This design comes from an exercise in tuning for small area, a short achievable clock period and few clock cycles per item on the open sky130 flow, not from production work.
In this exercise RTL edits were held to simulation tests only and were not proved equivalent to the original.
Power is estimated from default activity; no workload was simulated.

`flow/run.sh`:
```
#!/bin/bash
# synth_recipe.tcl (not shown) runs the flow's synth.tcl, then flattens the netlist and writes it again
# the make line also repeats each setting of config.mk as NAME=value (left out here)
make -C /OpenROAD-flow-scripts/flow DESIGN_CONFIG=/design/flow/config.mk WORK_HOME=/design/flow/orfs CLKGATE_MAP_FILE= SYNTH_SCRIPT=/design/flow/synth_recipe.tcl finish
```
`flow/config.mk`:
```
export PLATFORM = sky130hd
export DESIGN_NAME = section_rva_to_file_offset
export DESIGN_NICKNAME = section_rva_to_file_offset
export VERILOG_FILES = /design/flow/design.v
export SDC_FILE = /design/flow/constraint.sdc
export NUM_CORES = 4
export LEC_CHECK = 0
export ABC_AREA = 1
export CAP_MARGIN = 20
export CORE_MARGIN = 2
export CORE_UTILIZATION = 60
export CTS_CLUSTER_DIAMETER = 100
export CTS_CLUSTER_SIZE = 30
export SETUP_SLACK_MARGIN = 1.5
export SLEW_MARGIN = 20
export SYNTH_HIERARCHICAL = 1
```
`flow/constraint.sdc`:
```
create_clock -name core_clock -period 5.0 [get_ports {clock}]
set_input_delay 1.0000 -clock core_clock [delete_from_list [all_inputs] [get_ports {clock}]]
set_output_delay 1.0000 -clock core_clock [all_outputs]
set_load 0.01 [all_outputs]
```
`flow/design.v`:
```
`default_nettype none
package srtfo_pkg;
   localparam int MaxSections = 16;
   localparam int IndexWidth  = 4;
   localparam int CountWidth  = 5;
   localparam int DataWidth   = 32;
   localparam int CsrIdxWidth = 4;
   typedef enum logic {
      OP_WRITE     = 1'b0,
      OP_TRANSLATE = 1'b1
   } op_type;
   typedef enum logic [CsrIdxWidth-1:0] {
      CSR_ENTRY_COUNT = 4'd0,
      CSR_IMAGE_BASE  = 4'd1
   } csr_index_type;
endpackage
`default_nettype wire
`default_nettype none
import srtfo_pkg::*;
module srtfo_lookup (
   input  wire logic [srtfo_pkg::DataWidth-1:0]                            addr,
   input  wire logic [srtfo_pkg::MaxSections-1:0]                          active,
   input  wire logic [srtfo_pkg::MaxSections-1:0][srtfo_pkg::DataWidth-1:0] startn,
   input  wire logic [srtfo_pkg::MaxSections-1:0][srtfo_pkg::DataWidth-1:0] lastn,
   input  wire logic [srtfo_pkg::MaxSections-1:0][srtfo_pkg::DataWidth-1:0] bias,
   output logic                                                            found,
   output logic [srtfo_pkg::DataWidth-1:0]                                 sel
);
   function automatic logic geq(input logic [DataWidth-1:0] a, input logic [DataWidth-1:0] b);
      logic [DataWidth-1:0] gt, ge;
      gt = a & ~b;
      ge = a | ~b;
      for (int w = 1; w < DataWidth; w = w * 2) begin
         for (int k = 0; k < DataWidth; k = k + 2 * w) begin
            gt[k] = gt[k+w] | (ge[k+w] & gt[k]);
            ge[k] = gt[k+w] | (ge[k+w] & ge[k]);
         end
      end
      geq = ge[0];
   endfunction
   logic [MaxSections-1:0] hit, below, first;
   always_comb begin
      for (int i = 0; i < MaxSections; i++)
         hit[i] = active[i] && geq(addr, ~startn[i]) && geq(~lastn[i], addr);
      below = '0;
      for (int i = 1; i < MaxSections; i++)
         below[i] = below[i-1] | hit[i-1];
      first = hit & ~below;
      found = |hit;
      sel   = '0;
      for (int i = 0; i < MaxSections; i++)
         sel = sel | ({DataWidth{first[i]}} & bias[i]);
   end
endmodule
module srtfo_out_add (
   input  wire logic [srtfo_pkg::DataWidth-1:0] a,
   input  wire logic [srtfo_pkg::DataWidth-1:0] b,
   input  wire logic                            en,
   output logic [srtfo_pkg::DataWidth-1:0]      sum
);
   logic [DataWidth-1:0] g, p, gg, pp, gn, pn;
   always_comb begin
      g  = a & b;
      p  = a ^ b;
      gg = g;
      pp = p;
      for (int d = 1; d < DataWidth; d = d * 2) begin
         gn = gg;
         pn = pp;
         for (int i = d; i < DataWidth; i++) begin
            gn[i] = gg[i] | (pp[i] & gg[i-d]);
            pn[i] = pp[i] & pp[i-d];
         end
         gg = gn;
         pp = pn;
      end
      sum = (p ^ {gg[DataWidth-2:0], 1'b0}) & {DataWidth{en}};
   end
endmodule
module section_rva_to_file_offset (
   input  wire logic                                 clock,
   input  wire logic                                 reset,
   input  wire logic                                 start,
   output logic                                      busy,
   input  wire logic                                 req_op,
   input  wire logic [srtfo_pkg::IndexWidth-1:0]     req_entry_index,
   input  wire logic [srtfo_pkg::DataWidth-1:0]      req_entry_start,
   input  wire logic [srtfo_pkg::DataWidth-1:0]      req_entry_raw_size,
   input  wire logic [srtfo_pkg::DataWidth-1:0]      req_entry_raw_offset,
   input  wire logic [srtfo_pkg::DataWidth-1:0]      req_rel_address,
   output logic                                      rsp_strobe,
   output logic                                      rsp_found,
   output logic [srtfo_pkg::DataWidth-1:0]           rsp_file_offset,
   output logic [srtfo_pkg::DataWidth-1:0]           rsp_virtual_address,
   input  wire logic                                 csr_valid,
   output logic                                      csr_ready,
   input  wire logic [srtfo_pkg::CsrIdxWidth-1:0]    csr_index,
   input  wire logic [srtfo_pkg::DataWidth-1:0]      csr_data
);
   logic                    accept;
   logic [CountWidth-1:0]   count_ff;
   logic [DataWidth-1:0]    base_ff;
   logic [MaxSections-1:0][DataWidth-1:0] startn_ff;
   logic [MaxSections-1:0][DataWidth-1:0] endn_ff;
   logic [MaxSections-1:0][DataWidth-1:0] bias_ff;
   logic [DataWidth-1:0]    startn_in, endn_in, bias_in;
   logic [MaxSections-1:0]  tbl_we;
   logic [MaxSections-1:0]  active;
   logic                    found;
   logic [DataWidth-1:0]    lk_sel;
   logic                    out_strobe_ff;
   logic                    out_found_ff;
   logic [DataWidth-1:0]    out_addr_ff;
   logic [DataWidth-1:0]    out_bias_ff;
   logic [DataWidth-1:0]    out_va_ff;
   assign busy      = 1'b0;
   assign csr_ready = 1'b1;
   assign accept    = start;
   always_ff @(posedge clock) begin
      if (reset) begin
         count_ff <= '0;
         base_ff  <= '0;
      end else if (csr_valid) begin
         if (csr_index == CSR_ENTRY_COUNT) count_ff <= csr_data[CountWidth-1:0];
         if (csr_index == CSR_IMAGE_BASE)  base_ff  <= csr_data;
      end
   end
   assign startn_in = ~{req_entry_start[DataWidth-1:1],
                        req_entry_start[0] | (req_entry_start == '0)};
   assign endn_in   = ~(req_entry_start + req_entry_raw_size);
   assign bias_in   = req_entry_raw_offset - req_entry_start;
   always_comb begin
      for (int i = 0; i < MaxSections; i++)
         tbl_we[i] = accept && (req_op == 1'b0) && (req_entry_index == IndexWidth'(i));
   end
   always_ff @(posedge clock) begin
      for (int i = 0; i < MaxSections; i++) begin
         if (tbl_we[i]) begin
            startn_ff[i] <= startn_in;
            endn_ff[i]   <= endn_in;
            bias_ff[i]   <= bias_in;
         end
      end
   end
   always_comb begin
      for (int i = 0; i < MaxSections; i++)
         active[i] = (CountWidth'(i) < count_ff);
   end
   srtfo_lookup u_lookup (
      .addr   (req_rel_address),
      .active (active),
      .startn (startn_ff),
      .lastn  (endn_ff),
      .bias   (bias_ff),
      .found  (found),
      .sel    (lk_sel)
   );
   always_ff @(posedge clock) begin
      if (reset) out_strobe_ff <= 1'b0;
      else       out_strobe_ff <= accept && (req_op == 1'b1);
   end
   always_ff @(posedge clock) begin
      out_found_ff <= found;
      out_addr_ff  <= req_rel_address;
      out_bias_ff  <= lk_sel;
      out_va_ff    <= base_ff + req_rel_address;
   end
   srtfo_out_add u_sum (
      .a   (out_addr_ff),
      .b   (out_bias_ff),
      .en  (out_found_ff),
      .sum (rsp_file_offset)
   );
   assign rsp_strobe          = out_strobe_ff;
   assign rsp_found           = out_found_ff;
   assign rsp_virtual_address = out_va_ff;
endmodule
`default_nettype wire
```
==> results_dict.tcl, run 1 <==
set metrics [dict create \
    clk_path_buf_depth 3 \
    tightest_slew_ns 1.15 \
    ioPinCount 241 \
    startpoint "out_bias_ff[0]" \
    start_kind "flip-flop" \
    start_util_pct 60.5 \
    grt_overflow 0 \
    fin_nets 10500 \
    report.final.slew_viol_count 0 \
    tritoncts "yes" \
    wirelength_met1_um 112000 \
    grt_pass1_wl_um 412000 \
    design.core.area_um2 142000 \
    rsz0062_at_grt "yes" \
    htree_levels 3 \
    die_area_um2 146000 \
    yosysTopAreaCell "edfxtp_1" \
    skew_ns 0.0486 \
    finalCritPeriodShare_pct 74.2 \
    syn_area_um2 85900 \
    drv_cap 0 \
    swShare_pct 30.5 \
    rows 138 \
    critPathRequiredTime_ns 4.00 \
    syn_area_per_cell_um2 8.81 \
    cts_hold_buf 0 \
    final_core_util_pct 69.4 \
    setup-tns-final_ns 0 \
    hold_start "base_ff[0]" \
    synth-edff-count 1536 \
    vias 72600 \
    final-setup-viol-count 0 \
    status "finished clean" \
    clk_pin_slew_ns 0.11 \
    arrival_ns 2.71 \
    stdcell_area_um2 98500 \
    met2_length_um 127000 \
    netlist_instances 9750 \
    viasPerCell 5.99 \
    top_layer_used "met5" \
    min_period_ns 3.71 \
    hold_violations 0 \
    fillers 10800 \
    syn_nets 10100 \
    p_sw_mw 9.18 \
    fp.dieW_um 382 \
    gp_congestion 0.959 \
    comb_power_share_pct 22.3 \
    drt_iter0_markers 8967 \
    p_total_mw 30.1 \
    drive_above_1_share_pct 11.7 \
    leakagePower_nw 41.8 \
    numCtsBuffers 68 \
    ys_ff_latch 1671 \
    wl_met3_um 36700 \
    area_delta_synth_final_pct 14.6 \
    preCtsSetupSlack_ns 0.00555 \
    synth_top_area_share_pct 53.7 \
    firstDrtPassIters 10 \
    die_h_um 382 \
    hold_class "reg -> reg" \
    synth_ff_type "edfxtp_1" \
    r2r_start "count_ff[4]" \
    routedWlPerCell_um 23.9 \
    layout_setup_ws_ns 1.29 \
    worstPathMaxFanout 4 \
    portBuffers 238 \
    fmax_ghz 0.270 \
    ir_drop_mv 0.308 \
    synth_area_leaders "edfxtp_1, nand2_1, inv_1, nor2_1, dfxtp_1" \
    drc 0 \
    p_seq_share_pct 54.0 \
    max_slew_margin_pct 23.2 \
    cts-root-buf "clkbuf_16" \
    multi_input_area_um2 33100 \
    path_class "reg -> out" \
    placed_area_um2 91500 \
    async_flop_share_pct 0 \
    synth.distinct_cells 63 \
    clock_sink_count 1671 \
    seq_area_um2 48900 \
    antenna_found_initial 6 \
    grt_max_degree 97 \
    intPower_mw 20.9 \
    powerDensity_nw_per_um2 305 \
    p_clk_share_pct 23.7 \
    hpwlAfterDp_um 194000 \
    grt_usage_pct 38.1 \
    cp-end-kind "output pin" \
    seq_area_frac_synth_pct 56.8 \
    grt_pass1_vias 66900 \
    wl_um 289000 \
    ys_warn_count 9 \
    clock_latency_ns 0.74 \
    drtAntennaViolNets 0 \
]
## what timing repair did
item | CTS | global route
setup endpoints to repair | 220 | 350
gates cloned | 12 | 19
setup buffers | 60 | 83
hold endpoints to repair | 0 | 0
gates resized for setup | 532 | 401
pin swaps | 77 | 114
## per-module statistics from Yosys, one instance, submodules excluded
module / flops+latches / cells inside
srtfo_out_add: 0 / 541
section_rva_to_file_offset: 1671 / 3404
srtfo_lookup: 0 / 5805
## cells in the final DEF (no fill, tap or decap), types with 55 or more instances in the layout
| cell type | netlist | layout |
|---|---|---|
| a21oi_1 | 399 | 362 |
| o21ai_0 | 396 | 366 |
| dfxtp_1 | 135 | 96 |
| buf_12 | 0 | 94 |
| buf_6 | 17 | 72 |
| or2_2 | 105 | 105 |
| inv_1 | 1068 | 1047 |
| ha_1 | 124 | 96 |
| o22ai_1 | 71 | 70 |
| nand2_1 | 3093 | 2954 |
| nand2_2 | 30 | 136 |
| edfxtp_1 | 1536 | 1536 |
| a31oi_1 | 117 | 110 |
| clkdlybuf4s50_1 | 0 | 173 |
| nand3b_1 | 55 | 55 |
| nor2_1 | 1031 | 976 |
| clkbuf_16 | 0 | 86 |
| nand3_1 | 532 | 497 |
| nor3_1 | 66 | 64 |
| nand4_1 | 220 | 220 |
| buf_4 | 74 | 261 |
## worst paths after layout
kind	to	slack, ns	cells after the start
setup reg to reg	out_bias_ff[29]	1.62	21
hold / removal	base_ff[0]	0.48	2
setup / recovery	rsp_file_offset[20]	1.29	13
hold reg to reg	base_ff[0]	0.48	2
## worst max-delay path, stage by stage (launching register included)
cell	delay (ns)
dfxtp_4	0.42
ha_4	0.15
inv_2	0.04
fa_2	0.37
inv_4	0.12
nand3_4	0.08
nand3_4	0.10
nand3_4	0.08
nand3_4	0.11
nand2_2	0.06
nand2_2	0.09
nor2_2	0.04
nor2_2	0.17
buf_2	0.16
## registers in the layout, summed over array words and instances, names as in the netlist
register and count:
endn_ff 512, out_found_ff 1, count_ff 5, bias_ff 512, out_va_ff 32, out_strobe_ff 1
out_addr_ff 32, out_bias_ff 32, startn_ff 512, base_ff 32
## stage by stage
| stage | std cells | hold WS, ns |
|---|---|---|
| 5_1_grt | 12100 | 0.479 |
| 3_5_place_dp | 11800 | 0.458 |
| 6_report | 12100 | 0.476 |
| 2_1_floorplan | 9750 | 0.443 |
| 3_3_place_gp | 11800 | 0.460 |
| 4_1_cts | 12000 | 0.478 |
## power by group through the flow
stage               Clock [mW]  Combinational, mW  Sequential, mW
detailed placement           0               5.33            16.5
finish                    7.12               6.72            16.2
global route              7.53               7.13            16.3
global placement             0               5.23            16.5
floorplan                    0               3.11            16.3
CTS                       7.13               5.97            16.2
## kinds of logic (layout without fill, tap and decap cells)
logic type | Yosys count | after routing | synth area share [%]
buf+inv | 1419 | 1886 | 6.92
other cells | 2 | 5 | 0.00874
flops | 1671 | 1671 | 56.8
compound gates | 1257 | 1257 | 8.38
xor+xnor | 51 | 51 | 0.520
fa+ha+maj | 128 | 128 | 1.90
simple gates | 5222 | 5225 | 25.4
## synthesized netlist by cell type, types with 16 or more instances
cell type / number
o31ai_1: 22
o21ai_0: 396
xor2_1: 31
o211ai_1: 46
edfxtp_1: 1536
nand4_1: 220
nand3b_1: 55
nor3_1: 66
nand2_2: 30
o21a_1: 47
a21boi_1: 16
inv_1: 1068
nand3_1: 532
buf_6: 17
xnor2_1: 20
ha_1: 124
a21oi_1: 399
buf_2: 168
dfxtp_1: 135
o21ai_1: 28
clkbuf_1: 69
a21boi_0: 33
o22ai_1: 71
nor2_1: 1031
a31oi_1: 117
a21o_1: 19
buf_4: 74
nand3_2: 31
or2_2: 105
nand2_1: 3093
## layer usage
layer | vias to the layer above | track usage [%]
met2 | 4258 | 58.0
met4 | 4 | 17.0
met5 | - | 0
met1 | 34300 | 52.6
met3 | 612 | 8.19
li1 | 33400 | -
## layout make-up
class / instances / area share, %
flip-flops and latches: 1671 / 49.7
inverters: 1084 / 4.20
repair buffers: 695 / 7.99
clock buffers: 91 / 1.82
well taps: 1890 / 2.40
clock inverters: 16 / 0.253
diodes: 3 / 0.00762
multi-input cells: 6663 / 33.6
Testbench counts, summed over its fixed seeds: cycles 7,352, items 6,717.
==> run 2, diff against run 1 <==
--- a/flow/design.v
+++ b/flow/design.v
@@ -17,14 +17,12 @@
 `default_nettype wire
 `default_nettype none
 import srtfo_pkg::*;
-module srtfo_lookup (
+module srtfo_compare (
    input  wire logic [srtfo_pkg::DataWidth-1:0]                            addr,
    input  wire logic [srtfo_pkg::MaxSections-1:0]                          active,
    input  wire logic [srtfo_pkg::MaxSections-1:0][srtfo_pkg::DataWidth-1:0] startn,
    input  wire logic [srtfo_pkg::MaxSections-1:0][srtfo_pkg::DataWidth-1:0] lastn,
-   input  wire logic [srtfo_pkg::MaxSections-1:0][srtfo_pkg::DataWidth-1:0] bias,
-   output logic                                                            found,
-   output logic [srtfo_pkg::DataWidth-1:0]                                 sel
+   output logic [srtfo_pkg::MaxSections-1:0]                               hit
 );
    function automatic logic geq(input logic [DataWidth-1:0] a, input logic [DataWidth-1:0] b);
       logic [DataWidth-1:0] gt, ge;
@@ -38,24 +36,32 @@
       end
       geq = ge[0];
    endfunction
-   logic [MaxSections-1:0] hit, below, first;
    always_comb begin
       for (int i = 0; i < MaxSections; i++)
          hit[i] = active[i] && geq(addr, ~startn[i]) && geq(~lastn[i], addr);
+   end
+endmodule
+module srtfo_select #(
+   parameter int Width = 8
+) (
+   input  wire logic [srtfo_pkg::MaxSections-1:0]            hit,
+   input  wire logic [srtfo_pkg::MaxSections-1:0][Width-1:0] bias,
+   output logic [Width-1:0]                                  sel
+);
+   logic [MaxSections-1:0] below, first;
+   always_comb begin
       below = '0;
       for (int i = 1; i < MaxSections; i++)
          below[i] = below[i-1] | hit[i-1];
       first = hit & ~below;
-      found = |hit;
       sel   = '0;
       for (int i = 0; i < MaxSections; i++)
-         sel = sel | ({DataWidth{first[i]}} & bias[i]);
+         sel = sel | ({Width{first[i]}} & bias[i]);
    end
 endmodule
 module srtfo_out_add (
    input  wire logic [srtfo_pkg::DataWidth-1:0] a,
    input  wire logic [srtfo_pkg::DataWidth-1:0] b,
-   input  wire logic                            en,
    output logic [srtfo_pkg::DataWidth-1:0]      sum
 );
    logic [DataWidth-1:0] g, p, gg, pp, gn, pn;
@@ -74,7 +80,7 @@
          gg = gn;
          pp = pn;
       end
-      sum = (p ^ {gg[DataWidth-2:0], 1'b0}) & {DataWidth{en}};
+      sum = p ^ {gg[DataWidth-2:0], 1'b0};
    end
 endmodule
 module section_rva_to_file_offset (
@@ -106,7 +112,10 @@
    logic [DataWidth-1:0]    startn_in, endn_in, bias_in;
    logic [MaxSections-1:0]  tbl_we;
    logic [MaxSections-1:0]  active;
+   localparam int SliceWidth = 8;
+   logic [MaxSections-1:0]  hit;
    logic                    found;
+   logic [DataWidth/SliceWidth-1:0][MaxSections-1:0][SliceWidth-1:0] bias_slice;
    logic [DataWidth-1:0]    lk_sel;
    logic                    out_strobe_ff;
    logic                    out_found_ff;
@@ -146,29 +155,39 @@
       for (int i = 0; i < MaxSections; i++)
          active[i] = (CountWidth'(i) < count_ff);
    end
-   srtfo_lookup u_lookup (
+   srtfo_compare u_compare (
       .addr   (req_rel_address),
       .active (active),
       .startn (startn_ff),
       .lastn  (endn_ff),
-      .bias   (bias_ff),
-      .found  (found),
-      .sel    (lk_sel)
+      .hit    (hit)
    );
+   assign found = |hit;
+   for (genvar j = 0; j < DataWidth / SliceWidth; j++) begin : g_slice
+      for (genvar i = 0; i < MaxSections; i++) begin : g_slot
+         assign bias_slice[j][i] = bias_ff[i][j*SliceWidth +: SliceWidth];
+      end
+   end
+   for (genvar j = 0; j < DataWidth / SliceWidth; j++) begin : g_sel
+      srtfo_select #(.Width(SliceWidth)) u_select (
+         .hit  (hit),
+         .bias (bias_slice[j]),
+         .sel  (lk_sel[j*SliceWidth +: SliceWidth])
+      );
+   end
    always_ff @(posedge clock) begin
       if (reset) out_strobe_ff <= 1'b0;
       else       out_strobe_ff <= accept && (req_op == 1'b1);
    end
    always_ff @(posedge clock) begin
       out_found_ff <= found;
-      out_addr_ff  <= req_rel_address;
+      out_addr_ff  <= found ? req_rel_address : '0;
       out_bias_ff  <= lk_sel;
       out_va_ff    <= base_ff + req_rel_address;
    end
    srtfo_out_add u_sum (
       .a   (out_addr_ff),
       .b   (out_bias_ff),
-      .en  (out_found_ff),
       .sum (rsp_file_offset)
    );
    assign rsp_strobe          = out_strobe_ff;
==> run 2 against run 1 <==
- still clean on timing, DRC and antenna
- non-clock buffer count grew 33
- clock power grew 4.4%
- critical path depth shrank 4
- global-route usage shrank 0.65 points
- via count grew 2.1%
- cell area grew 2.5%
- worst setup slack gained 0.025 ns
- combinational power shrank 3.3%
- critical path type unchanged
==> results_dict.tcl, run 2 <==
set metrics [dict create \
    crit_family "buffers and inverters" \
    start_util_pct 60.3 \
    clock_sink_count 1671 \
    hpwlAfterDp_um 202000 \
    p_total_mw 30.2 \
    status "finished clean" \
    most-common-layout-cells "nand2_1, edfxtp_1, inv_1, nor2_1, nand3_1" \
    yosysTopAreaCell "edfxtp_1" \
    ioPinCount 241 \
    hold_start "bias_ff[448]" \
    synth.distinct_cells 55 \
    ir_drop_mv 0.314 \
    stdcell_area_um2 101000 \
    tritoncts "yes" \
    setup-tns-final_ns 0 \
    min_period_ns 3.68 \
    final_core_util_pct 69.4 \
    drt_iter0_markers 8384 \
    tightest_slew_ns 1.12 \
    design.core.area_um2 145000 \
    die_h_um 386 \
    area_delta_synth_final_pct 15.1 \
    routedWlPerCell_um 22.1 \
    leakagePower_nw 44.8 \
    gp_congestion 1.04 \
    seq_area_frac_synth_pct 55.7 \
    htree_levels 3 \
    r2r_start "startn_ff[31]" \
    portBuffers 238 \
    fmax_ghz 0.271 \
    final-setup-viol-count 0 \
    hold_class "reg -> reg" \
    report.final.slew_viol_count 0 \
    rsz0062_at_grt "yes" \
    cp-end-kind "output pin" \
    clk_pin_slew_ns 0.11 \
    drive_above_1_share_pct 12.3 \
    crit_chain "buf_6, fa_2, buf_4, buf_6, nand3_4, nand3_4, buf_4, xor2_2, buf_2" \
    critPathRequiredTime_ns 4.00 \
    async_flop_share_pct 0 \
    synth-edff-count 1536 \
    yosysMostFrequentCell "nand2_1" \
    layout_commonest_cell "nand2_1" \
    placed_area_um2 93900 \
    ys_warn_count 10 \
    crit_buf_inv 5 \
    grt_usage_pct 37.4 \
    cts-root-buf "clkbuf_16" \
    start_kind "flip-flop" \
    die_area_um2 149000 \
    preCtsSetupSlack_ns -0.0371 \
    netlist_instances 10500 \
    firstDrtPassIters 6 \
    grt_pass1_wl_um 410000 \
    critPathSlowestCell "fa_2" \
    synth_common_cells "nand2_1, edfxtp_1, inv_1, nor2_1, nand3_1" \
    drc 0 \
    clk_path_buf_depth 3 \
    hold_violations 0 \
    startpoint "out_bias_ff[1]" \
    max_slew_margin_pct 24.9 \
    antenna_found_initial 9 \
    numCtsBuffers 70 \
    path_class "reg -> out" \
    syn_nets 10800 \
    critPathMaxStageDelay_ns 0.45 \
    top_regs "bias_ff: 512 flops, endn_ff: 512 flops, startn_ff: 512 flops" \
    syn_area_um2 87700 \
    layout_setup_ws_ns 1.32 \
    syn_area_per_cell_um2 8.39 \
    arrival_ns 2.68 \
    vias 74100 \
    rows 140 \
    worstPathMaxFanout 4 \
    fp.dieW_um 386 \
    grt_max_degree 97 \
    drv_cap 0 \
    drtAntennaViolNets 0 \
    grt_pass1_vias 68000 \
    synth_top_area_share_pct 52.6 \
    synth_ff_type "edfxtp_1" \
    viasPerCell 5.72 \
    fin_nets 11300 \
    finalCritPeriodShare_pct 73.7 \
    grt_overflow 0 \
    ys_ff_latch 1671 \
    clock_latency_ns 0.74 \
    wl_um 287000 \
    powerDensity_nw_per_um2 299 \
    skew_ns 0.0485 \
    synth_area_leaders "edfxtp_1, nand2_1, inv_1, nor2_1, nand3_1" \
]
run 2: changes by cell type after synthesis, moves of 32 or more:
cell      delta
o211ai_1    -43
inv_1       +76
o22ai_1     -70
a31oi_1     -90
nand4_1     -95
nor3_1      -51
buf_4       -32
nand2_1   +1019
o21ai_0    -112
nor2_1      +85
run 2: final timing paths:
check	endpoint	slack, ns	cells after the start
worst max-delay path	rsp_file_offset[10]	1.32	9
worst min-delay path	out_bias_ff[0]	0.47	2
worst max register to register	out_bias_ff[9]	1.51	23
worst min register to register	out_bias_ff[0]	0.47	2
run 2: worst register-to-register path, delay by kind of cell (launching register included):
family,cells,cell delay [ns]
buffers and inverters,3,0.41
flip-flops,1,0.41
AO/OA/AOI/OAI,1,0.18
AND/OR/NAND/NOR,19,2.41
run 2: through the flow:
stage          hold WS, ns  std cells
2_1_floorplan        0.435      10500
3_3_place_gp         0.440      12600
3_5_place_dp         0.446      12600
4_1_cts              0.471      12900
5_1_grt              0.481      12900
6_report             0.470      13000
run 2: repair_timing:
item	in CTS	in global routing
gates resized for setup	486	463
cloned	12	10
endpoints found under the setup margin	96	350
hold buffers	0	0
pin swaps	90	199
buffers inserted	89	72
run 2: power by group:
| group | switching (mW) | internal [mW] |
|---|---|---|
| Combinational | 4.25 | 2.25 |
| Sequential | 0.276 | 16.0 |
| Clock | 4.49 | 2.94 |
| Total | 9.01 | 21.1 |
run 2: layout make-up:
cell class / instances / area (um2)
Tap cell: 1917 / 2400
Timing Repair Buffer: 728 / 7870
Clock inverter: 21 / 364
Antenna cell: 4 / 10.0
Multi-Input combinational cell: 7336 / 35000
Sequential cell: 1671 / 48900
Fill cell: 11300 / 44500
Inverter: 1175 / 4490
Clock buffer: 99 / 1880
run 2: kinds of logic after synthesis:
family          after synthesis  share of synthesized area (%)
buf+inv                    1446                           6.76
fa+ha+maj                   128                           1.86
compound gates              857                           5.36
xor+xnor                     62                          0.619
simple gates               6285                           29.7
other cells                   2                        0.00857
flops                      1671                           55.7
run 2: per-layer routing:
layer	share of wire [%]	global-route usage (%)
met3	12	7.58
met1	38	51.0
met2	43	56.6
met5	0.017	0
met4	6.2	20.0
run 2: modules after synthesis, one instance, submodules excluded, excerpt:
module | cells inside | flip-flops and latches | cell area, um2 | copies in the design
section_rva_to_file_offset | 3482 | 1671 | 57200 | 1
srtfo_compare | 5322 | 0 | 22500 | 1
srtfo_out_add | 495 | 0 | 2400 | 1
Testbench counts of run 2, summed over its fixed seeds: cycles 7,352, items 6,717.
==> run 3, diff against run 2 <==
--- a/flow/design.v
+++ b/flow/design.v
@@ -46,28 +46,35 @@
 ) (
    input  wire logic [srtfo_pkg::MaxSections-1:0]            hit,
    input  wire logic [srtfo_pkg::MaxSections-1:0][Width-1:0] bias,
-   output logic [Width-1:0]                                  sel
-);
-   logic [MaxSections-1:0] below, first;
-   always_comb begin
-      below = '0;
-      for (int i = 1; i < MaxSections; i++)
-         below[i] = below[i-1] | hit[i-1];
-      first = hit & ~below;
-      sel   = '0;
-      for (int i = 0; i < MaxSections; i++)
-         sel = sel | ({Width{first[i]}} & bias[i]);
-   end
-endmodule
-module srtfo_out_add (
-   input  wire logic [srtfo_pkg::DataWidth-1:0] a,
-   input  wire logic [srtfo_pkg::DataWidth-1:0] b,
+   input  wire logic [Width-1:0]                             addr,
+   output logic                                              found,
+   output logic [Width-1:0]                                  sel,
+   output logic [Width-1:0]                                  p
+);
+   logic [MaxSections-1:0]            f;
+   logic [MaxSections-1:0][Width-1:0] v;
+   always_comb begin
+      f = hit;
+      for (int i = 0; i < MaxSections; i++)
+         v[i] = bias[i] & {Width{hit[i]}};
+      for (int d = 1; d < MaxSections; d = d * 2) begin
+         for (int k = 0; k < MaxSections; k = k + 2 * d) begin
+            v[k] = f[k] ? v[k] : v[k+d];
+            f[k] = f[k] | f[k+d];
+         end
+      end
+      sel   = v[0];
+      found = f[0];
+      p     = (addr ^ v[0]) & {Width{f[0]}};
+   end
+endmodule
+module srtfo_pg_sum (
+   input  wire logic [srtfo_pkg::DataWidth-1:0] g,
+   input  wire logic [srtfo_pkg::DataWidth-1:0] p,
    output logic [srtfo_pkg::DataWidth-1:0]      sum
 );
-   logic [DataWidth-1:0] g, p, gg, pp, gn, pn;
-   always_comb begin
-      g  = a & b;
-      p  = a ^ b;
+   logic [DataWidth-1:0] gg, pp, gn, pn;
+   always_comb begin
       gg = g;
       pp = p;
       for (int d = 1; d < DataWidth; d = d * 2) begin
@@ -114,13 +121,14 @@
    logic [MaxSections-1:0]  active;
    localparam int SliceWidth = 8;
    logic [MaxSections-1:0]  hit;
-   logic                    found;
+   logic [DataWidth/SliceWidth-1:0] slice_found;
+   logic [DataWidth-1:0]    lk_p;
    logic [DataWidth/SliceWidth-1:0][MaxSections-1:0][SliceWidth-1:0] bias_slice;
    logic [DataWidth-1:0]    lk_sel;
    logic                    out_strobe_ff;
    logic                    out_found_ff;
-   logic [DataWidth-1:0]    out_addr_ff;
-   logic [DataWidth-1:0]    out_bias_ff;
+   logic [DataWidth-1:0]    out_g_ff;
+   logic [DataWidth-1:0]    out_p_ff;
    logic [DataWidth-1:0]    out_va_ff;
    assign busy      = 1'b0;
    assign csr_ready = 1'b1;
@@ -162,7 +170,6 @@
       .lastn  (endn_ff),
       .hit    (hit)
    );
-   assign found = |hit;
    for (genvar j = 0; j < DataWidth / SliceWidth; j++) begin : g_slice
       for (genvar i = 0; i < MaxSections; i++) begin : g_slot
          assign bias_slice[j][i] = bias_ff[i][j*SliceWidth +: SliceWidth];
@@ -171,8 +178,11 @@
    for (genvar j = 0; j < DataWidth / SliceWidth; j++) begin : g_sel
       srtfo_select #(.Width(SliceWidth)) u_select (
          .hit  (hit),
-         .bias (bias_slice[j]),
-         .sel  (lk_sel[j*SliceWidth +: SliceWidth])
+         .bias  (bias_slice[j]),
+         .addr  (req_rel_address[j*SliceWidth +: SliceWidth]),
+         .found (slice_found[j]),
+         .sel   (lk_sel[j*SliceWidth +: SliceWidth]),
+         .p     (lk_p[j*SliceWidth +: SliceWidth])
       );
    end
    always_ff @(posedge clock) begin
@@ -180,14 +190,14 @@
       else       out_strobe_ff <= accept && (req_op == 1'b1);
    end
    always_ff @(posedge clock) begin
-      out_found_ff <= found;
-      out_addr_ff  <= found ? req_rel_address : '0;
-      out_bias_ff  <= lk_sel;
+      out_found_ff <= slice_found[0];
+      out_g_ff     <= req_rel_address & lk_sel;
+      out_p_ff     <= lk_p;
       out_va_ff    <= base_ff + req_rel_address;
    end
-   srtfo_out_add u_sum (
-      .a   (out_addr_ff),
-      .b   (out_bias_ff),
+   srtfo_pg_sum u_sum (
+      .g   (out_g_ff),
+      .p   (out_p_ff),
       .sum (rsp_file_offset)
    );
    assign rsp_strobe          = out_strobe_ff;
==> run 3 against run 2 <==
- still clean on timing, DRC and antenna
- via count increased by 6.3%
- critical endpoint is now rsp_file_offset[30]
- sequential power about the same
- worst setup slack improved by 0.20 ns
- highest routed layer unchanged
==> results_dict.tcl, run 3 <==
set metrics [dict create \
    antenna_found_initial 17 \
    hpwlAfterDp_um 220000 \
    layout_commonest_cell "nand2_1" \
    rrSetupSlack_ns 1.81 \
    netlist_instances 11000 \
    leakagePower_nw 46.9 \
    crit_buf_inv 3 \
    syn_nets 11300 \
    skew_ns 0.0465 \
    tritoncts "yes" \
    die_area_um2 153000 \
    drv_cap 0 \
    final-setup-viol-count 0 \
    drc 0 \
    wl_um 317000 \
    fmax_ghz 0.287 \
    powerDensity_nw_per_um2 295 \
    ir_drop_mv 0.422 \
    vias 78800 \
    path_class "reg -> out" \
    arrival_ns 2.48 \
    routedWlPerCell_um 23.4 \
    cts_hold_buf 0 \
    critPathRequiredTime_ns 4.00 \
    crit_family "simple AND/OR/NAND/NOR gates" \
    clock_latency_ns 0.73 \
    syn_area_per_cell_um2 8.12 \
    fillers 11500 \
    drt_iter0_markers 10200 \
    numCtsBuffers 68 \
    fin_nets 11900 \
    worstPathMaxFanout 4 \
    critPathMaxStageDelay_ns 0.40 \
    area_delta_synth_final_pct 14.7 \
    finalCritPeriodShare_pct 69.7 \
    grt_pass1_wl_um 445000 \
    hold_violations 0 \
    most-common-layout-cells "nand2_1, edfxtp_1, inv_1, nor2_1, nand3_1" \
    viasPerCell 5.80 \
    rows 141 \
    final_core_util_pct 69.5 \
    die_h_um 391 \
    grt_usage_pct 39.8 \
    multi_input_area_um2 36000 \
    design.core.area_um2 148000 \
    setup-tns-final_ns 0 \
    drive_above_1_share_pct 11.4 \
    clock_sink_count 1670 \
    grt_overflow 0 \
    report.final.slew_viol_count 0 \
    start_kind "flip-flop" \
    clk_pin_slew_ns 0.12 \
    cp-end-kind "output pin" \
    start_util_pct 60.6 \
    p_total_mw 30.4 \
    cts-root-buf "clkbuf_16" \
    critPathSlowestCell "dfxtp_4" \
    fp.dieW_um 391 \
    portBuffers 238 \
    crit_path_frequent_cell "nand2_1" \
    min_period_ns 3.48 \
    grt_pass1_vias 72300 \
    htree_levels 3 \
    tightest_slew_ns 1.19 \
    max_slew_margin_pct 20.2 \
    clk_path_buf_depth 3 \
    rsz0062_at_grt "yes" \
    top_regs "bias_ff: 512 flops, endn_ff: 512 flops, startn_ff: 512 flops" \
    drtAntennaViolNets 0 \
    hold_class "reg -> reg" \
    seq_area_um2 48900 \
    gp_congestion 0.990 \
    firstDrtPassIters 8 \
    grt_max_degree 97 \
    crit_chain "nand2_1, inv_1, nand2_1, inv_2, a21oi_4, nand2_8, nand2_2, nand3_1, nand2_1, clkdlybuf4s15_1" \
    ys_warn_count 10 \
    status "finished clean" \
    ioPinCount 241 \
    syn_area_um2 89700 \
]
==> run 3: metal layers <==
layer  global-route usage, %  routed length, um
met1                    53.0             117000
met3                    8.83              42700
met4                    20.1              19100
met5                       0                 90
met2                    61.5             139000
==> run 3: layout make-up <==
| type | instances | area share, % |
|---|---|---|
| Antenna cell | 1 | 0.00243 |
| Clock buffer | 99 | 1.79 |
| Clock inverter | 15 | 0.167 |
| Inverter | 1300 | 4.88 |
| Multi-Input combinational cell | 7797 | 35.0 |
| Sequential cell | 1670 | 47.5 |
| Tap cell | 1930 | 2.35 |
| Timing Repair Buffer | 772 | 8.32 |
| Timing Repair inverter | 1 | 0.00730 |
==> run 3: worst register-to-register path: cells and delay by family, from the launching register on <==
family / cells / cell delay [ns]
AND/OR/NAND/NOR: 19 / 1.93
flip-flops: 1 / 0.40
buffers and inverters: 6 / 0.75
==> run 3: path summary, 6_finish.rpt <==
| check | cells after the start | startpoint | endpoint |
|---|---|---|---|
| min reg2reg | 2 | base_ff[0] | base_ff[0] |
| max reg2reg | 25 | endn_ff[141] | out_p_ff[20] |
| min | 2 | base_ff[0] | base_ff[0] |
| max | 10 | out_p_ff[12] | rsp_file_offset[30] |
==> run 3: report_power, final <==
group	internal, mW	total (mW)	switching (mW)
combinational	2.28	6.94	4.67
clock	2.68	7.13	4.46
sequential	16.0	16.3	0.295
total	20.9	30.4	9.42
==> run 3: repair_timing <==
action / 4_1_cts / 5_1_grt
buffers inserted: 51 / 77
cloned: 12 / 27
pin swaps: 29 / 75
endpoints found under the hold margin: 0 / 0
setup endpoints to repair: 89 / 224
gates resized for setup: 286 / 413
==> run 3: per-stage QoR <==
step                std cells  hold WS, ns  cell area [um2]  worst slack (ns)
floorplan               11000        0.443            89700             0.639
global placement        13300        0.458            96600            -0.281
detailed placement      13300        0.464            96600            -0.307
CTS                     13500        0.480           100000              1.37
global route            13600        0.500           103000              1.41
finish                  13600        0.481           103000              1.52
Testbench counts of run 3, summed over its fixed seeds: cycles 7,352, items 6,717.
==> run 4, diff against run 3 <==
--- a/flow/design.v
+++ b/flow/design.v
@@ -24,12 +24,23 @@
    input  wire logic [srtfo_pkg::MaxSections-1:0][srtfo_pkg::DataWidth-1:0] lastn,
    output logic [srtfo_pkg::MaxSections-1:0]                               hit
 );
+   localparam int GroupBits = 8;
+   localparam int Groups    = DataWidth / GroupBits;
    function automatic logic geq(input logic [DataWidth-1:0] a, input logic [DataWidth-1:0] b);
-      logic [DataWidth-1:0] gt, ge;
-      gt = a & ~b;
-      ge = a | ~b;
-      for (int w = 1; w < DataWidth; w = w * 2) begin
-         for (int k = 0; k < DataWidth; k = k + 2 * w) begin
+      logic [Groups-1:0] gt, ge;
+      logic              r0, r1;
+      for (int n = 0; n < Groups; n++) begin
+         r0 = 1'b0;
+         r1 = 1'b1;
+         for (int j = 0; j < GroupBits; j++) begin
+            r0 = (a[GroupBits*n+j] & ~b[GroupBits*n+j]) | ((a[GroupBits*n+j] | ~b[GroupBits*n+j]) & r0);
+            r1 = (a[GroupBits*n+j] & ~b[GroupBits*n+j]) | ((a[GroupBits*n+j] | ~b[GroupBits*n+j]) & r1);
+         end
+         gt[n] = r0;
+         ge[n] = r1;
+      end
+      for (int w = 1; w < Groups; w = w * 2) begin
+         for (int k = 0; k < Groups; k = k + 2 * w) begin
             gt[k] = gt[k+w] | (ge[k+w] & gt[k]);
             ge[k] = gt[k+w] | (ge[k+w] & ge[k]);
          end
==> run 4 against run 3 <==
- largest cell class unchanged
- wire length down 7.2%
- area after synthesis decreased by 3.7%
- sequential power hardly changed
- via count down 8.1%
- synthesized cell count is 9.5% lower
- critical path depth up 11
- still clean on timing, DRC and antenna
- total power decreased by 3.9%
- register-to-register slack worse by 0.10 ns
==> results_dict.tcl, run 4 <==
set metrics [dict create \
    clock_sink_count 1670 \
    arrival_ns 4.11 \
    grt_usage_pct 38.3 \
    cp-end-kind "flip-flop" \
    syn_area_per_cell_um2 8.64 \
    portBuffers 238 \
    final-setup-viol-count 0 \
    numCtsBuffers 68 \
    powerDensity_nw_per_um2 293 \
    rsz0062_at_grt "yes" \
    die_area_um2 147000 \
    fin_cells 12500 \
    hold_class "reg -> reg" \
    antenna_found_initial 15 \
    grt_max_degree 97 \
    syn_nets 10300 \
    max_slew_margin_pct 24.4 \
    cts_hold_buf 0 \
    final_core_util_pct 69.5 \
    routedWlPerCell_um 23.6 \
    fin_nets 10800 \
    grt_pass1_wl_um 413000 \
    skew_ns 0.0478 \
    clk_pin_slew_ns 0.11 \
    ioPinCount 241 \
    tritoncts "yes" \
    ys_warn_count 10 \
    firstDrtPassIters 6 \
    worstPathMaxFanout 16 \
    gp_congestion 0.993 \
    fp.dieW_um 383 \
    stdcell_area_um2 99600 \
    min_period_ns 3.51 \
    top_regs "bias_ff: 512 flops, endn_ff: 512 flops, startn_ff: 512 flops" \
    placed_area_um2 93100 \
    start_kind "input pin" \
    design.core.area_um2 143000 \
    clk_path_buf_depth 3 \
    layout_commonest_cell "nand2_1" \
    most-common-layout-cells "nand2_1, edfxtp_1, inv_1, nor2_1, nand3_1" \
    rows 139 \
    place_inst 12200 \
    hpwlAfterDp_um 203000 \
    fmax_ghz 0.285 \
    vias 72300 \
    netlist_instances 9997 \
    hold_violations 0 \
    drtAntennaViolNets 0 \
    start_util_pct 60.3 \
    grt_overflow 0 \
    critPathRequiredTime_ns 5.59 \
    report.final.slew_viol_count 0 \
    drv_cap 0 \
    setup-tns-final_ns 0 \
    syn_area_um2 86400 \
    drive_above_1_share_pct 13.2 \
    area_delta_synth_final_pct 15.4 \
    leakagePower_nw 43.9 \
    finalCritPeriodShare_pct 70.2 \
    clock_latency_ns 0.74 \
    die_h_um 383 \
    drc 0 \
    tightest_slew_ns 1.13 \
    ir_drop_mv 0.373 \
    htree_levels 3 \
    path_class "in -> reg" \
    viasPerCell 5.79 \
    drt_iter0_markers 9576 \
    status "finished clean" \
    wl_um 294000 \
    grt_pass1_vias 66100 \
    cts-root-buf "clkbuf_16" \
]
==> run 4: cell type report <==
cell class / instances / area (um2)
Sequential cell: 1670 / 48900
Timing Repair Buffer: 768 / 8760
Fill cell: 11100 / 43700
Inverter: 1229 / 4790
Clock inverter: 11 / 153
Tap cell: 1903 / 2380
Antenna cell: 9 / 22.5
Multi-Input combinational cell: 6814 / 32800
Clock buffer: 89 / 1870
==> run 4: stage by stage <==
step	hold slack, ns	total power [mW]	setup slack (ns)
3_5_place_dp	0.462	21.7	-0.176
4_1_cts	0.478	28.7	1.46
5_1_grt	0.506	30.1	1.39
3_3_place_gp	0.459	21.6	-0.0858
2_1_floorplan	0.443	19.3	0.639
6_report	0.477	29.2	1.49
==> run 4: critical path, stage by stage <==
cell and delay [ns]:
buf_8 0.15, buf_16 0.20, buf_4 0.16, o22a_1 0.22
o21ai_0 0.08, nand2_1 0.12, a21oi_2 0.21, nand3_2 0.11
nand2_4 0.13, nand2_1 0.08, nand2_2 0.10, nand2_2 0.08
nor2_4 0.21, buf_12 0.21, inv_6 0.08, nand3_4 0.15
nor2_8 0.07, buf_4 0.16, nand3b_1 0.25, a21oi_2 0.19
nor2_1 0.07
==> run 4: worst paths after layout <==
path / startpoint / to / slack [ns] / cells after the start
min reg2reg: base_ff[15] / base_ff[15] / 0.48 / 2
max reg2reg: startn_ff[449] / out_g_ff[16] / 1.71 / 27
min: base_ff[15] / base_ff[15] / 0.48 / 2
max: req_rel_address[11] / out_p_ff[15] / 1.49 / 21
==> run 4: power by group <==
part / internal, mW / switching, mW / total, mW
Combinational: 1.98 / 3.92 / 5.90
Clock: 2.77 / 4.34 / 7.11
Sequential: 15.9 / 0.225 / 16.2
==> run 4: what timing repair did <==
| item | CTS | global route |
|---|---|---|
| pin swaps | 27 | 146 |
| setup buffers | 53 | 72 |
| gates cloned | 13 | 23 |
| setup endpoints to repair | 242 | 381 |
| gates resized for setup | 280 | 509 |
==> run 4: metal layers <==
| metal | GRT usage [%] | part of all wire [%] |
|---|---|---|
| met4 | 16.5 | 5.3 |
| met3 | 8.39 | 13 |
| met2 | 58.9 | 44 |
| met5 | 0 | 0.021 |
| met1 | 52.6 | 38 |
Testbench counts of run 4, summed over its fixed seeds: cycles 7,352, items 6,717.
==> run 5, diff against run 4 <==
--- a/flow/design.v
+++ b/flow/design.v
@@ -76,7 +76,7 @@
       end
       sel   = v[0];
       found = f[0];
-      p     = (addr ^ v[0]) & {Width{f[0]}};
+      p     = (addr & {Width{f[0]}}) ^ v[0];
    end
 endmodule
 module srtfo_pg_sum (
@@ -121,6 +121,27 @@
    input  wire logic [srtfo_pkg::CsrIdxWidth-1:0]    csr_index,
    input  wire logic [srtfo_pkg::DataWidth-1:0]      csr_data
 );
+   function automatic logic [DataWidth-1:0] add_bk(input logic [DataWidth-1:0] a,
+                                                   input logic [DataWidth-1:0] b);
+      logic [DataWidth-1:0] g, p, gg, pp;
+      g  = a & b;
+      p  = a ^ b;
+      gg = g;
+      pp = p;
+      for (int d = 1; d < DataWidth; d = d * 2) begin
+         for (int i = 2 * d - 1; i < DataWidth; i = i + 2 * d) begin
+            gg[i] = gg[i] | (pp[i] & gg[i-d]);
+            pp[i] = pp[i] & pp[i-d];
+         end
+      end
+      for (int d = DataWidth / 4; d >= 1; d = d / 2) begin
+         for (int i = 3 * d - 1; i < DataWidth; i = i + 2 * d) begin
+            gg[i] = gg[i] | (pp[i] & gg[i-d]);
+            pp[i] = pp[i] & pp[i-d];
+         end
+      end
+      add_bk = p ^ {gg[DataWidth-2:0], 1'b0};
+   endfunction
    logic                    accept;
    logic [CountWidth-1:0]   count_ff;
    logic [DataWidth-1:0]    base_ff;
@@ -204,7 +225,7 @@
       out_found_ff <= slice_found[0];
       out_g_ff     <= req_rel_address & lk_sel;
       out_p_ff     <= lk_p;
-      out_va_ff    <= base_ff + req_rel_address;
+      out_va_ff    <= add_bk(base_ff, req_rel_address);
    end
    srtfo_pg_sum u_sum (
       .g   (out_g_ff),
==> run 5 against run 4 <==
- clock power is 3% lower
- first-iteration DRC count is 6.3% higher
- combinational power is 2% higher
- register-to-register slack worse by 0.08 ns
- clock skew is 0.0039 ns lower
- maximum frequency is 0.11% higher
- core utilization is 0.12 points higher
- clock-buffer cell count is 1 lower
- non-clock buffer count is 30 higher
==> results_dict.tcl, run 5 <==
set metrics [dict create \
    netlist_instances 9051 \
    min_period_ns 3.51 \
    worst_r2r_endpoint "out_g_ff[8]" \
    portBuffers 238 \
    wirelength_met1_um 111000 \
    arrival_ns 4.14 \
    die_area_um2 142000 \
    clock_sink_count 1670 \
    met2_length_um 125000 \
    htree_levels 3 \
    start_kind "input pin" \
    clk_path_buf_depth 3 \
    syn_area_um2 83200 \
    wl_met3_um 43700 \
    rrSetupSlack_ns 1.63 \
    grt_overflow 0 \
    gp_congestion 1.02 \
    start_util_pct 60.5 \
    viasPerCell 6.06 \
    crit_chain "buf_6, buf_12, buf_6, buf_4, nand2_1, nand2_2, o21ai_2, a21oi_2, o22a_1, nand2_4, a21oi_2, buf_4, nor2_4, buf_12, buf_12, buf_4, nand3_1, nand2_1, a21oi_1, nand2_1, nand2_1, nand2_1, nand2_1, inv_1" \
    tightest_slew_ns 1.18 \
    critPathSlowestCell "a21oi_1" \
    skew_ns 0.0440 \
    clk_pin_slew_ns 0.12 \
    cp-end-kind "flip-flop" \
    wl_um 295000 \
    critPathRequiredTime_ns 5.64 \
    final-setup-viol-count 0 \
    top_regs "bias_ff: 512 flops, endn_ff: 512 flops, startn_ff: 512 flops" \
    cts_hold_buf 0 \
    layout_commonest_cell "nand2_1" \
    hold_class "reg -> reg" \
    whs_path_depth 2 \
    firstDrtPassIters 6 \
    clock_latency_ns 0.72 \
    drt_iter0_markers 10200 \
    drtAntennaViolNets 0 \
    rsz0062_at_grt "yes" \
    path_class "in -> reg" \
    report.final.slew_viol_count 0 \
    ys_warn_count 10 \
    area_delta_synth_final_pct 15.2 \
    max_slew_margin_pct 21.3 \
    ir_drop_mv 0.329 \
    numCtsBuffers 67 \
    status "finished clean" \
    hold_violations 0 \
    fmax_ghz 0.285 \
    cts-root-buf "clkbuf_16" \
    grt_pass1_vias 63900 \
    finalCritPeriodShare_pct 70.2 \
    antenna_found_initial 12 \
    crit_buf_inv 9 \
    grt_pass1_wl_um 411000 \
    r2r_start "count_ff[2]" \
    leakagePower_nw 40.2 \
    hpwlAfterDp_um 204000 \
    fillers 10400 \
    vias 69500 \
    routedWlPerCell_um 25.7 \
    worstPathMaxFanout 8 \
    powerDensity_nw_per_um2 305 \
    min_to "base_ff[29]" \
    most-common-layout-cells "nand2_1, edfxtp_1, nor2_1, inv_1, nand3_1" \
    top_layer_used "met5" \
    ioPinCount 241 \
    fp.dieW_um 376 \
    fin_nets 9924 \
    drc 0 \
    crit_path_frequent_cell "nand2_1" \
    final_core_util_pct 69.6 \
    critPathMaxStageDelay_ns 0.27 \
    crit_family "buffers and inverters" \
    hold_start "base_ff[29]" \
    die_h_um 376 \
    grt_usage_pct 40.1 \
    reg2regPathDepth 18 \
    drv_cap 0 \
    tritoncts "yes" \
    grt_max_degree 97 \
    syn_area_per_cell_um2 9.20 \
    hold-worst-slack_ns 0.471 \
    design.core.area_um2 138000 \
    syn_nets 9334 \
    drive_above_1_share_pct 12.9 \
    rows 136 \
]
-- run 5: cell types whose count changed in the layout (fill, tap and decap cells not counted), moves of 15 or more --
cell,before,now
nand2_2,182,110
clkinvlp_4,27,7
o21ai_0,170,194
nand3_1,498,685
nor2_1,918,821
nand2_1,3606,3066
nor2_2,88,22
a21oi_1,325,346
xnor2_1,13,29
inv_1,1165,744
nand4_1,26,45
fa_1,3,18
buf_4,342,385
-- run 5: where the power goes --
group	internal [mW]	switching, mW
combinational	1.99	4.05
sequential	16.0	0.330
clock	2.57	4.34
-- run 5: routing by layer --
| metal | global-route usage (%) | vias up |
|---|---|---|
| li1 | - | 31400 |
| met5 | 0 | - |
| met2 | 58.8 | 4568 |
| met1 | 56.1 | 32800 |
| met3 | 11.2 | 655 |
| met4 | 17.0 | 6 |
-- run 5: how the worst max path moves through the flow --
stage | cells past startpoint | startpoint | endpoint
3_5_place_dp | 24 | req_rel_address[18] | out_g_ff[15]
6_report | 24 | req_rel_address[9] | out_g_ff[0]
2_1_floorplan | 4 | start | bias_ff[0]
4_1_cts | 10 | out_p_ff[14] | rsp_file_offset[23]
5_1_grt | 29 | req_rel_address[10] | out_p_ff[27]
3_3_place_gp | 24 | req_rel_address[18] | out_g_ff[15]
-- run 5: timing repair --
action | CTS | global route
setup buffers | 53 | 67
setup endpoints to repair | 139 | 141
pin swaps | 28 | 98
gates cloned | 10 | 17
gates resized for setup | 221 | 358
-- run 5: layout make-up --
cell class              instances  area, um2  area share (%)
clock buffers                  88       1770            1.84
multi-input cells            6307      31200            32.5
flip-flops and latches       1670      48900            51.0
repair buffers                798       8670            9.04
clock inverters                 9        103           0.107
well taps                    1794       2240            2.34
inverters                     797       3050            3.18
diodes                          2       5.00         0.00522
-- run 5: worst register-to-register path: cells and delay by family, from the launching register on --
family | cells | cell delay (ns)
DFF | 1 | 0.59
and+or+nand+nor | 9 | 1.03
AOI/OAI and AO/OA | 3 | 0.89
buffers and inverters | 6 | 0.78
-- run 5: stage by stage --
stage               TNS [ns]  instance area, um2  setup WS, ns  std cells  power [mW]
floorplan                  0               83300         0.639       9051        19.4
detailed placement    -10.14               90300        -0.267      11200        22.1
global route               0               95900          1.44      11500        30.0
CTS                        0               93600          1.40      11400        28.8
finish                     0               95900          1.49      11500        29.3
global placement       -5.88               90300        -0.206      11200        22.0
Testbench counts of run 5, summed over its fixed seeds: cycles 7,352, items 6,717.
==> run 6, diff against run 5 <==
--- a/flow/config.mk
+++ b/flow/config.mk
@@ -9,8 +9,8 @@
 export CAP_MARGIN = 20
 export CORE_MARGIN = 2
 export CORE_UTILIZATION = 60
-export CTS_CLUSTER_DIAMETER = 100
-export CTS_CLUSTER_SIZE = 30
-export SETUP_SLACK_MARGIN = 1.5
+export CTS_CLUSTER_DIAMETER = 90
+export CTS_CLUSTER_SIZE = 25
+export SETUP_SLACK_MARGIN = 1.8
 export SLEW_MARGIN = 20
 export SYNTH_HIERARCHICAL = 1
==> run 6 against run 5 <==
- first-iteration DRC count grew 4.9%
- core utilization grew 4.2 points
- still clean on timing, DRC and antenna
- maximum frequency grew 5.9%
- sequential share of layout area shrank 2.9 points
- cell area grew 6.0%
- die area is the same
- register-to-register slack gained 0.19 ns
- cell count grew 1.6%
- largest cell class unchanged
- flip-flop and latch count is the same
- worst setup slack gained 0.20 ns
- synthesized cell count is the same
==> results_dict.tcl, run 6 <==
set metrics [dict create \
    status "finished clean" \
    antenna_found_initial 13 \
    tightest_slew_ns 1.25 \
    fin_nets 10100 \
    final-setup-viol-count 0 \
    drc 0 \
    report.final.slew_viol_count 0 \
    most-common-layout-cells "nand2_1, edfxtp_1, nor2_1, inv_1, nand3_1" \
    skew_ns 0.0342 \
    area_delta_synth_final_pct 22.1 \
    grt_pass1_vias 65600 \
    hpwlAfterDp_um 199000 \
    cp-end-kind "flip-flop" \
    multi_input_area_um2 33800 \
    startpoint "req_rel_address[1]" \
    worstPathMaxFanout 13 \
    clock_sink_count 1670 \
    ioPinCount 241 \
    grt_util_met2_pct 59.5 \
    met3_usage_pct 9.88 \
    ys_warn_count 10 \
    rrSetupSlack_ns 1.82 \
    grt_max_degree 97 \
    grt_overflow 0 \
    drt_iter0_markers 10700 \
    vias 71500 \
    final_core_util_pct 73.9 \
    hold_start "base_ff[27]" \
    tritoncts "yes" \
    critPathRequiredTime_ns 5.65 \
    rsz0062_at_grt "yes" \
    syn_area_um2 83200 \
    rows 136 \
    clock_latency_ns 0.75 \
    netlist_instances 9051 \
    min_to "base_ff[27]" \
    wl_um 306000 \
    gp_congestion 0.986 \
    hold_class "reg -> reg" \
    path_class "in -> reg" \
    drv_cap 0 \
    viasPerCell 6.14 \
    finalCritPeriodShare_pct 66.3 \
    arrival_ns 3.97 \
    ir_drop_mv 0.366 \
    worst_r2r_endpoint "out_g_ff[11]" \
    cts-root-buf "clkbuf_16" \
    drive_above_1_share_pct 20.5 \
    design.core.area_um2 138000 \
    max_slew_margin_pct 16.7 \
    clk_pin_slew_ns 0.10 \
    layout_commonest_cell "nand2_1" \
    fmax_ghz 0.302 \
    routedWlPerCell_um 26.2 \
    fillers 9455 \
    fp.dieW_um 376 \
    grt_busiest_layer "met2" \
    min_period_ns 3.31 \
    portBuffers 238 \
    seq_area_um2 48900 \
    use_met1_pct 56.1 \
    drtAntennaViolNets 0 \
    firstDrtPassIters 9 \
    htree_levels 3 \
    hold_violations 0 \
    start_kind "input pin" \
    die_h_um 376 \
    top_regs "bias_ff: 512 flops, endn_ff: 512 flops, startn_ff: 512 flops" \
    clk_path_buf_depth 3 \
    die_area_um2 142000 \
    start_util_pct 60.5 \
    leakagePower_nw 42.5 \
    whs_path_depth 2 \
    grt_pass1_wl_um 417000 \
    numCtsBuffers 78 \
    powerDensity_nw_per_um2 303 \
    syn_nets 9334 \
    syn_area_per_cell_um2 9.20 \
    layout_setup_ws_ns 1.69 \
    r2r_start "startn_ff[321]" \
    reg2regPathDepth 24 \
    grt_usage_pct 40.4 \
    preCtsSetupSlack_ns -0.234 \
]
-- run 6: layout make-up --
cell class	instances	area share, %
Tap cell	1794	2.21
Antenna cell	2	0.00492
Clock inverter	14	0.178
Sequential cell	1670	48.1
Timing Repair Buffer	952	11.1
Inverter	797	3.12
Multi-Input combinational cell	6309	33.2
Clock buffer	105	2.07
-- run 6: critical path, cell delays in order --
cell,delay (ns)
buf_16,0.14
buf_12,0.16
clkbuf_16,0.17
or2_1,0.21
nand3_1,0.09
nand3_1,0.10
nand2_1,0.11
nand3_2,0.07
nand3_2,0.08
nand3_2,0.10
nand2_4,0.10
nand2_8,0.09
a21oi_4,0.20
nor2_4,0.08
buf_6,0.13
buf_16,0.16
nor2_4,0.12
nand2_4,0.10
nor2_8,0.26
nand2_8,0.16
nand2_1,0.12
inv_1,0.05
nand3_2,0.06
nand2_1,0.04
-- run 6: report_power, final --
group	leakage [nW]	internal, mW	switching (mW)
combinational	26.5	2.38	4.41
sequential	14.9	16.0	0.378
clock	1.10	3.08	4.51
-- run 6: through the flow --
step | instances | TNS [ns] | power (mW) | area [um2] | hold slack, ns
3_5_place_dp | 11200 | -6.86 | 22.0 | 90200 | 0.465
4_1_cts | 11500 | 0 | 29.7 | 95900 | 0.479
5_1_grt | 11600 | 0 | 31.6 | 102000 | 0.496
3_3_place_gp | 11200 | -6.78 | 22.0 | 90200 | 0.454
2_1_floorplan | 9051 | 0 | 19.4 | 83500 | 0.443
6_report | 11600 | 0 | 30.8 | 102000 | 0.481
-- run 6: what timing repair did --
item | CTS | global route
hold buffers | 0 | 0
buffers inserted | 104 | 147
pin swaps | 75 | 346
cloned | 31 | 33
endpoints found under the setup margin | 240 | 401
gates resized for setup | 565 | 1023
-- run 6: how the worst max path moves through the flow --
| stage | endpoint | slack, ns | cells after the start |
|---|---|---|---|
| 2_1_floorplan | bias_ff[0] | 1.70 | 4 |
| 3_3_place_gp | out_g_ff[7] | -0.21 | 23 |
| 3_5_place_dp | out_g_ff[7] | -0.23 | 23 |
| 4_1_cts | rsp_file_offset[29] | 1.63 | 10 |
| 5_1_grt | out_p_ff[0] | 1.60 | 23 |
| 6_report | out_p_ff[30] | 1.69 | 24 |
-- run 6: layer usage --
layer / wire, um / vias up
met5: 109 / -
met1: 111000 / 33800
met4: 20900 / 14
met3: 43900 / 961
li1: - / 31800
met2: 129000 / 4966
==> run 7, diff against run 6 <==
--- a/flow/design.v
+++ b/flow/design.v
@@ -151,7 +151,7 @@
    logic [DataWidth-1:0]    startn_in, endn_in, bias_in;
    logic [MaxSections-1:0]  tbl_we;
    logic [MaxSections-1:0]  active;
-   localparam int SliceWidth = 8;
+   localparam int SliceWidth = 32;
    logic [MaxSections-1:0]  hit;
    logic [DataWidth/SliceWidth-1:0] slice_found;
    logic [DataWidth-1:0]    lk_p;
==> run 7 against run 6 <==
- still clean on timing, DRC and antenna
- non-clock buffer count down 193
- die area down 0.70%
- critical path depth down 1
- first-iteration DRC count down 5.1%
==> results_dict.tcl, run 7 <==
set metrics [dict create \
    clk_pin_slew_ns 0.11 \
    powerDensity_nw_per_um2 314 \
    fin_nets 9782 \
    gp_congestion 0.972 \
    setup-tns-final_ns 0 \
    hold_class "reg -> reg" \
    place_inst 11000 \
    skew_ns 0.0488 \
    syn_area_per_cell_um2 9.18 \
    drtAntennaViolNets 0 \
    finalCritPeriodShare_pct 67.4 \
    most-common-layout-cells "nand2_1, edfxtp_1, nor2_1, inv_1, nand3_1" \
    syn_area_um2 82700 \
    grt_pass1_wl_um 422000 \
    top_regs "bias_ff: 512 flops, endn_ff: 512 flops, startn_ff: 512 flops" \
    path_class "in -> reg" \
    die_h_um 375 \
    routedWlPerCell_um 26.8 \
    cp-end-kind "flip-flop" \
    antenna_found_initial 13 \
    viasPerCell 6.16 \
    ioPinCount 241 \
    portBuffers 238 \
    min_period_ns 3.37 \
    ys_warn_count 10 \
    grt_max_degree 97 \
    fin_cells 11300 \
    crit_path_frequent_cell "nand2_1" \
    final_core_util_pct 71.2 \
    status "finished clean" \
    wl_met3_um 43500 \
    clock_sink_count 1670 \
    worstPathMaxFanout 8 \
    drt_iter0_markers 10100 \
    critPathSlowestCell "nor2_4" \
    layout_commonest_cell "nand2_1" \
    drv_cap 0 \
    grt_pass1_vias 64300 \
    start_util_pct 60.3 \
    crit_family "buffers and inverters" \
    arrival_ns 4.03 \
    crit_buf_inv 8 \
    design.core.area_um2 137000 \
    tritoncts "yes" \
    wl_um 304000 \
    rows 136 \
    hpwlAfterDp_um 200000 \
    start_kind "input pin" \
    die_area_um2 141000 \
    clock_latency_ns 0.76 \
    crit_chain "buf_16, buf_12, buf_8, nand2_1, a21oi_1, o21ai_1, a21boi_0, o21ai_0, nand2_1, a21oi_4, a21oi_4, buf_12, inv_8, nand2_2, nor2_4, buf_6, buf_12, buf_16, nand3_2, nand2_1, nand2_1, nand3_2, nand2_2" \
    hold_violations 0 \
    fp.dieW_um 375 \
    fillers 10000 \
    fmax_ghz 0.297 \
    final-setup-viol-count 0 \
    clk_path_buf_depth 3 \
    numCtsBuffers 79 \
    tightest_slew_ns 1.28 \
    met2_length_um 129000 \
    syn_nets 9290 \
    netlist_instances 9007 \
    drive_above_1_share_pct 16.4 \
    cp.depth 23 \
    grt_overflow 0 \
    top_layer_used "met5" \
    reg2regPathDepth 22 \
    drc 0 \
    area_delta_synth_final_pct 18.1 \
    htree_levels 3 \
    critPathRequiredTime_ns 5.66 \
    critPathMaxStageDelay_ns 0.24 \
    cts_hold_buf 0 \
    grt_usage_pct 41.4 \
    cts-root-buf "clkbuf_16" \
    rsz0062_at_grt "yes" \
    firstDrtPassIters 9 \
    max_slew_margin_pct 14.2 \
    vias 69900 \
    wirelength_met1_um 112000 \
    report.final.slew_viol_count 0 \
    ir_drop_mv 0.285 \
    leakagePower_nw 40.5 \
    whs_path_depth 2 \
]
## run 7: tightest hold or removal path: stages, from the launching register on
cell	delay, ns
dfxtp_1	0.33
nand2_1	0.06
a21oi_1	0.05
## run 7: power breakdown
part	switching, mW	internal, mW
Combinational	4.19	2.24
Sequential	0.589	16.0
Clock	4.53	3.09
## run 7: metrics by stage
stage	instance area, um2	worst slack, ns	hold slack [ns]	power, mW
3_5_place_dp	88800	0.0692	0.463	21.9
5_1_grt	97600	1.57	0.495	31.4
2_1_floorplan	82800	1.70	0.443	19.3
4_1_cts	94900	1.66	0.477	29.9
3_3_place_gp	88800	0.106	0.455	21.8
6_report	97600	1.63	0.478	30.7
## run 7: worst paths after layout
kind                                     startpoint           to  slack (ns)
worst max-delay path            req_rel_address[25]  out_p_ff[8]        1.63
worst min-delay path                     base_ff[9]   base_ff[9]        0.48
worst max register to register       startn_ff[345]  out_p_ff[8]        1.83
worst min register to register           base_ff[9]   base_ff[9]        0.48
## run 7: per-layer routing
layer | global-route usage [%] | vias up
met3 | 11.3 | 962
met5 | 0 | -
li1 | - | 31100
met1 | 56.5 | 33100
met4 | 20.2 | 16
met2 | 61.7 | 4727
## run 7: what timing repair did
| action | CTS | global route |
|---|---|---|
| gates cloned | 37 | 17 |
| buffers inserted | 77 | 41 |
| endpoints found under the setup margin | 455 | 545 |
| hold endpoints to repair | 0 | 0 |
| resized for setup | 731 | 597 |
| pin swaps | 86 | 198 |
## run 7: final cells by class
class / instances / area [um2] / share of cell area [%]
clock buffer: 110 / 2160 / 2.21
sequential: 1670 / 49000 / 50.1
timing repair buffer: 759 / 9390 / 9.62
inverter: 748 / 2890 / 2.96
antenna: 7 / 17.5 / 0.0179
multi-input combinational: 6241 / 31900 / 32.6
clock inverter: 9 / 123 / 0.126
tap: 1794 / 2240 / 2.30
Testbench counts of run 7, summed over its fixed seeds: cycles 7,352, items 6,717.

==> port drivers added, routing unchanged <==
The flow's constraints put no driver on any port. The routed layouts listed below were extracted and timed again, unchanged, in two steps.
Step 1 sets driving cells, clkbuf_16 on the clock port and buf_2 on the other inputs (assumed; they add their load-dependent delay and slew).
Step 2, shift: input delay + t, output delay - t, t = (earliest + latest rising clock arrival at the registers) / 2. This alone moves slack from input paths to output paths.
Three values: ideal ports, drivers, drivers and shift; two values: the first two.
run	t, ns	setup WS [ns]	worst hold slack (ns)	worst setup path at the end	worst register clock-pin slew, ns
run 1	0.808	1.290 / 1.203 / 0.693	0.476 / 0.445 / 0.476	input to register	0.12 / 0.12
run 2	0.801	1.315 / 1.234 / 0.516	0.470 / 0.470 / 0.470	input to register	0.12 / 0.12
run 3	0.798	1.516 / 1.428 / 0.663	0.481 / 0.481 / 0.481	input to register	0.12 / 0.12
run 4	0.799	1.488 / 1.506 / 0.707	0.477 / 0.477 / 0.477	input to register	0.12 / 0.12
run 5	0.795	1.492 / 1.494 / 0.705	0.471 / 0.471 / 0.471	input to register	0.12 / 0.12
run 6	0.828	1.687 / 1.488 / 0.660	0.481 / 0.481 / 0.481	input to register	0.11 / 0.11
run 7	0.818	1.631 / 1.364 / 0.547	0.478 / 0.478 / 0.478	input to register	0.11 / 0.11
After both steps every run listed still meets setup and hold. For run 7, which loses most, drivers alone change the setup slack by -0.267 ns; drivers and shift together by -1.084 ns.
